Background: an optimization exercise with open tools, aiming at a short achievable clock period and few clock cycles per item. Do not read the settings as production practice. The RTL was checked by simulation tests, not by an equivalence proof against the original design. No driver is modelled on the clock port, so clock power and skew are understated where the tree is cut down; a real chip needs a root buffer or a tree. Power figures rest on the tool's default switching activity, not on a simulated workload.

v26:
// alu_core
module alu_core (
    input  logic        clk,
    input  logic        reset_n,
    input  logic        in_valid,
    output logic        in_ready,
    input  logic [31:0] in_instr,
    output logic        out_valid,
    input  logic        out_ready,
    output logic [4:0]  out_rd,
    output logic [31:0] out_value,
    output logic        out_reg_write,
    output logic        out_illegal,
    output logic        idle
);
Settings: LEC_CHECK=0, CAP_MARGIN=20, CORE_MARGIN=2, CORE_UTILIZATION=50, SETUP_SLACK_MARGIN=5, SLEW_MARGIN=20; clock period 8.0 ns.
standard.sh (not shown) runs the stock make flow with config.mk's settings and CLKGATE_MAP_FILE= SYNTH_SCRIPT=/design/flow/synth_recipe.tcl, a recipe that flattens the netlist after the stock synthesis.
==> flow/flow/run.sh <==
#!/bin/bash
set -euo pipefail
work=$(pwd)
bash standard.sh SYNTH_SCRIPT="$work/flow/synth.tcl" SETUP_SLACK_MARGIN=5.6 \
  PRE_CTS_TCL="$work/flow/clock_tree.tcl" finish > "$work/flow_make.log" 2>&1
==> flow/flow/clock_tree.tcl <==
# Two-level clock tree, built in place of TritonCTS's (sourced as PRE_CTS_TCL):
# the clock port drives 4 root buffers, one per quarter of the clock pins
# (split at the median x, then the median y); each root drives the leaf
# buffers of its quarter; each leaf drives a group of at most ct_max_pins
# clock pins, for a short clock slew at every pin. The groups come from
# cutting each quarter across its longer side into parts sized for the number
# of groups each part gets, until every part is one group. Each buffer sits at the
# centre of what it drives. Every register's clock passes through one root
# and one leaf buffer, so the tree is balanced. clock_tree_synthesis is then
# replaced by a no-op for the rest of cts.tcl.

set ct_max_pins 20

proc ct_split {pts levels axis} {
  if {$levels == 0} { return [list $pts] }
  set idx [expr {$axis == 0 ? 1 : 2}]
  set sorted [lsort -integer -index $idx $pts]
  set half [expr {[llength $sorted] / 2}]
  set lo [lrange $sorted 0 [expr {$half - 1}]]
  set hi [lrange $sorted $half end]
  set next [expr {1 - $axis}]
  return [concat [ct_split $lo [expr {$levels - 1}] $next] [ct_split $hi [expr {$levels - 1}] $next]]
}

# Splits pts into k groups of near-equal size, cutting each part across its
# longer side
proc ct_split_k {pts k} {
  if {$k <= 1} { return [list $pts] }
  set xs [lsort -integer [lmap p $pts { lindex $p 1 }]]
  set ys [lsort -integer [lmap p $pts { lindex $p 2 }]]
  set dx [expr {[lindex $xs end] - [lindex $xs 0]}]
  set dy [expr {[lindex $ys end] - [lindex $ys 0]}]
  set sorted [lsort -integer -index [expr {$dx >= $dy ? 1 : 2}] $pts]
  set k1 [expr {$k / 2}]
  set n1 [expr {([llength $sorted] * $k1 + $k / 2) / $k}]
  return [concat [ct_split_k [lrange $sorted 0 [expr {$n1 - 1}]] $k1] \
                 [ct_split_k [lrange $sorted $n1 end] [expr {$k - $k1}]]]
}

proc ct_centre {pts} {
  set sx 0; set sy 0
  foreach p $pts { set sx [expr {$sx + [lindex $p 1]}]; set sy [expr {$sy + [lindex $p 2]}] }
  set n [llength $pts]
  return [list [expr {$sx / $n}] [expr {$sy / $n}]]
}

proc ct_buffer {block master name x y} {
  set inst [odb::dbInst_create $block $master $name]
  set w [$master getWidth]
  set h [$master getHeight]
  $inst setLocation [expr {$x - $w / 2}] [expr {$y - $h / 2}]
  $inst setPlacementStatus PLACED
  return $inst
}

proc ct_out {inst} {
  set it [$inst findITerm X]
  if {$it eq "NULL"} { set it [$inst findITerm Y] }
  return $it
}

proc ct_build {root_levels max_pins root_cell leaf_cell} {
  set db [ord::get_db]
  set block [ord::get_db_block]
  set rmaster [$db findMaster $root_cell]
  set master [$db findMaster $leaf_cell]
  set clk [$block findNet clk]
  set pts {}
  foreach it [$clk getITerms] {
    set bb [[$it getInst] getBBox]
    lappend pts [list $it [expr {([$bb xMin] + [$bb xMax]) / 2}] [expr {([$bb yMin] + [$bb yMax]) / 2}]]
  }
  puts "clock tree: [llength $pts] clock pins"
  set r 0
  set l 0
  foreach group [ct_split $pts $root_levels 0] {
    set leaves [ct_split_k $group [expr {([llength $group] + $max_pins - 1) / $max_pins}]]
    set lpts {}
    set rnet [odb::dbNet_create $block "clknet_root_$r"]
    $rnet setSigType CLOCK
    foreach leaf $leaves {
      lassign [ct_centre $leaf] x y
      set buf [ct_buffer $block $master "clkbuf_leaf_$l" $x $y]
      set lnet [odb::dbNet_create $block "clknet_leaf_$l"]
      $lnet setSigType CLOCK
      foreach p $leaf {
        set it [lindex $p 0]
        $it disconnect
        $it connect $lnet
      }
      [ct_out $buf] connect $lnet
      [$buf findITerm A] connect $rnet
      lappend lpts [list $buf $x $y]
      puts "clock tree: leaf $l [llength $leaf] pins at $x $y"
      incr l
    }
    lassign [ct_centre $lpts] x y
    set rbuf [ct_buffer $block $rmaster "clkbuf_root_$r" $x $y]
    [ct_out $rbuf] connect $rnet
    [$rbuf findITerm A] connect $clk
    puts "clock tree: root $r at $x $y drives [llength $leaves] leaves"
    incr r
  }
  $clk setSigType CLOCK
}

ct_build 2 $ct_max_pins sky130_fd_sc_hd__clkbuf_16 sky130_fd_sc_hd__clkbuf_16
set_propagated_clock [all_clocks]
rename clock_tree_synthesis ct_unused_clock_tree_synthesis
proc clock_tree_synthesis {args} { puts "clock tree: built by clock_tree.tcl; TritonCTS not run" }
Other scripts of this flow, unchanged in this note and not shown: flow/flow/abc.script, flow/flow/synth.tcl
Testbench counts of v26, summed over its fixed seeds: cycles 12,040, items 12,000.
> inputs changed (v26 -> v50)
diff --git a/flow/flow/clock_tree.tcl b/flow/flow/clock_tree.tcl
--- a/flow/flow/clock_tree.tcl
+++ b/flow/flow/clock_tree.tcl
@@ -1,14 +1,5 @@
-# Two-level clock tree, built in place of TritonCTS's (sourced as PRE_CTS_TCL):
-# the clock port drives 4 root buffers, one per quarter of the clock pins
-# (split at the median x, then the median y); each root drives the leaf
-# buffers of its quarter; each leaf drives a group of at most ct_max_pins
-# clock pins, for a short clock slew at every pin. The groups come from
-# cutting each quarter across its longer side into parts sized for the number
-# of groups each part gets, until every part is one group. Each buffer sits at the
-# centre of what it drives. Every register's clock passes through one root
-# and one leaf buffer, so the tree is balanced. clock_tree_synthesis is then
-# replaced by a no-op for the rest of cts.tcl.
 
-set ct_max_pins 20
+set ct_max_pins 18
+set ct_pull 0.8
 
 proc ct_split {pts levels axis} {
@@ -76,4 +67,7 @@
   foreach group [ct_split $pts $root_levels 0] {
     set leaves [ct_split_k $group [expr {([llength $group] + $max_pins - 1) / $max_pins}]]
+    set cpts {}
+    foreach leaf $leaves { lappend cpts [concat [list {}] [ct_centre $leaf]] }
+    lassign [ct_centre $cpts] rx ry
     set lpts {}
     set rnet [odb::dbNet_create $block "clknet_root_$r"]
@@ -81,4 +75,6 @@
     foreach leaf $leaves {
       lassign [ct_centre $leaf] x y
+      set x [expr {int($x + $::ct_pull * ($rx - $x))}]
+      set y [expr {int($y + $::ct_pull * ($ry - $y))}]
       set buf [ct_buffer $block $master "clkbuf_leaf_$l" $x $y]
       set lnet [odb::dbNet_create $block "clknet_leaf_$l"]
Findings:
- v50 and v26 ended up with roughly the same I/O pin count.
- Fraction of the mapped netlist area in adder cells came out exactly the same in v50 and v26.
- For area share of and/or/nand/nor cells after synthesis, v50 and v26 come out practically identical.
- Post-placement worst setup slack: v26 vs v50 identical
- Number of flops mapped to enable cells by yosys: v26 vs v50 identical
- Sequential share of the synthesized area came out exactly the same in v50 and v26.
- On die width, v50 and v26 are basically level.
- ~same post-synthesis instance area in v50 and v26
- v50: it failed with a tool error in clock tree synthesis, so there are no final results.
- v26 | status: complete | timing, DRC, antenna: pass
- For synthesized instance count, v50 and v26 come out practically identical.
- Comparing v26 against v50, there is no change at all in global placer's final weighted congestion.
--- input diff v50..v18 ---
diff --git a/flow/flow/clock_tree.tcl b/flow/flow/clock_tree.tcl
--- a/flow/flow/clock_tree.tcl
+++ b/flow/flow/clock_tree.tcl
@@ -1,5 +1,5 @@
 
-set ct_max_pins 18
-set ct_pull 0.8
+set ::ct_max_pins 18
+set ::ct_pull 0.8
 
 proc ct_split {pts levels axis} {
@@ -101,5 +101,5 @@
 }
 
-ct_build 2 $ct_max_pins sky130_fd_sc_hd__clkbuf_16 sky130_fd_sc_hd__clkbuf_16
+ct_build 2 $::ct_max_pins sky130_fd_sc_hd__buf_16 sky130_fd_sc_hd__clkbuf_16
 set_propagated_clock [all_clocks]
 rename clock_tree_synthesis ct_unused_clock_tree_synthesis
[summary]
- v18 completed end to end with timing, DRC and antenna clean.
- On synthesized area, v50 and v18 are basically level.
- Delta (v18 minus v50): count of different cell masters after synthesis ~0 delta, xor/xnor share of the synthesized area ~0 delta.
- Summary of v18 over v50: site row count ~0 delta; average size of a mapped cell flat; total half-perimeter wirelength after legalization and detailed placement neither gained nor lost much.
Setup changes, v18 to v22
diff --git a/flow/flow/clock_tree.tcl b/flow/flow/clock_tree.tcl
--- a/flow/flow/clock_tree.tcl
+++ b/flow/flow/clock_tree.tcl
@@ -101,5 +101,5 @@
 }
 
-ct_build 2 $::ct_max_pins sky130_fd_sc_hd__buf_16 sky130_fd_sc_hd__clkbuf_16
+ct_build 2 $::ct_max_pins sky130_fd_sc_hd__clkbuf_16 sky130_fd_sc_hd__clkbuf_16
 set_propagated_clock [all_clocks]
 rename clock_tree_synthesis ct_unused_clock_tree_synthesis
Findings:
From v18 to v22 the numbers moved as follows: final setup slack of the worst path went down; worst slack on hold paths comparable; share of total power in sequential cells barely changed; global-route usage over all layers now sits at about the same level. On synthesized area, v18 and v22 are neck and neck. On cell area after layout, v18 and v22 are neck and neck. Going from v18 to v22, total wire length essentially unchanged, upper clock frequency limit dropped 3.8 MHz.
The clock cells of v26, v18 and v22 come from the design's own scripts or RTL, not from TritonCTS.

port drivers added, routing unchanged:
How much do the figures lean on ideal ports? The routed layouts below were timed once more, with nothing changed but the port constraints.
Step 1 (the two cells are an assumption about what drives the block):
set clk [get_ports {clk}]
set_driving_cell -lib_cell sky130_fd_sc_hd__clkbuf_16 $clk
set_driving_cell -lib_cell sky130_fd_sc_hd__buf_2 [delete_from_list [all_inputs] $clk]
Step 2 moves the port delays by t, midway between the first and last clock arrival at a register: inputs arrive t later, outputs are due t later. That takes back most of the time a late clock gives input paths.
Slacks: ideal / step 1 / step 2; pairs: ideal / step 1.
run | t, ns | slack for setup (ns) | hold WS [ns] | worst register clock-pin slew, ns | pins driven straight from the clock port
v26 | 0.773 | 5.293 / 5.108 / 5.036 | 0.334 / 0.334 / 0.334 | 0.12 / 0.12 | 4
v18 | 0.670 | 5.395 / 5.200 / 5.130 | 0.334 / 0.334 / 0.334 | 0.12 / 0.12 | 4
v22 | 0.683 | 5.368 / 5.191 / 5.121 | 0.333 / 0.333 / 0.333 | 0.12 / 0.12 | 4
After both steps every run listed still meets setup and hold. For v18, which loses most, drivers alone change the setup slack by -0.195 ns; drivers and shift together by -0.265 ns.
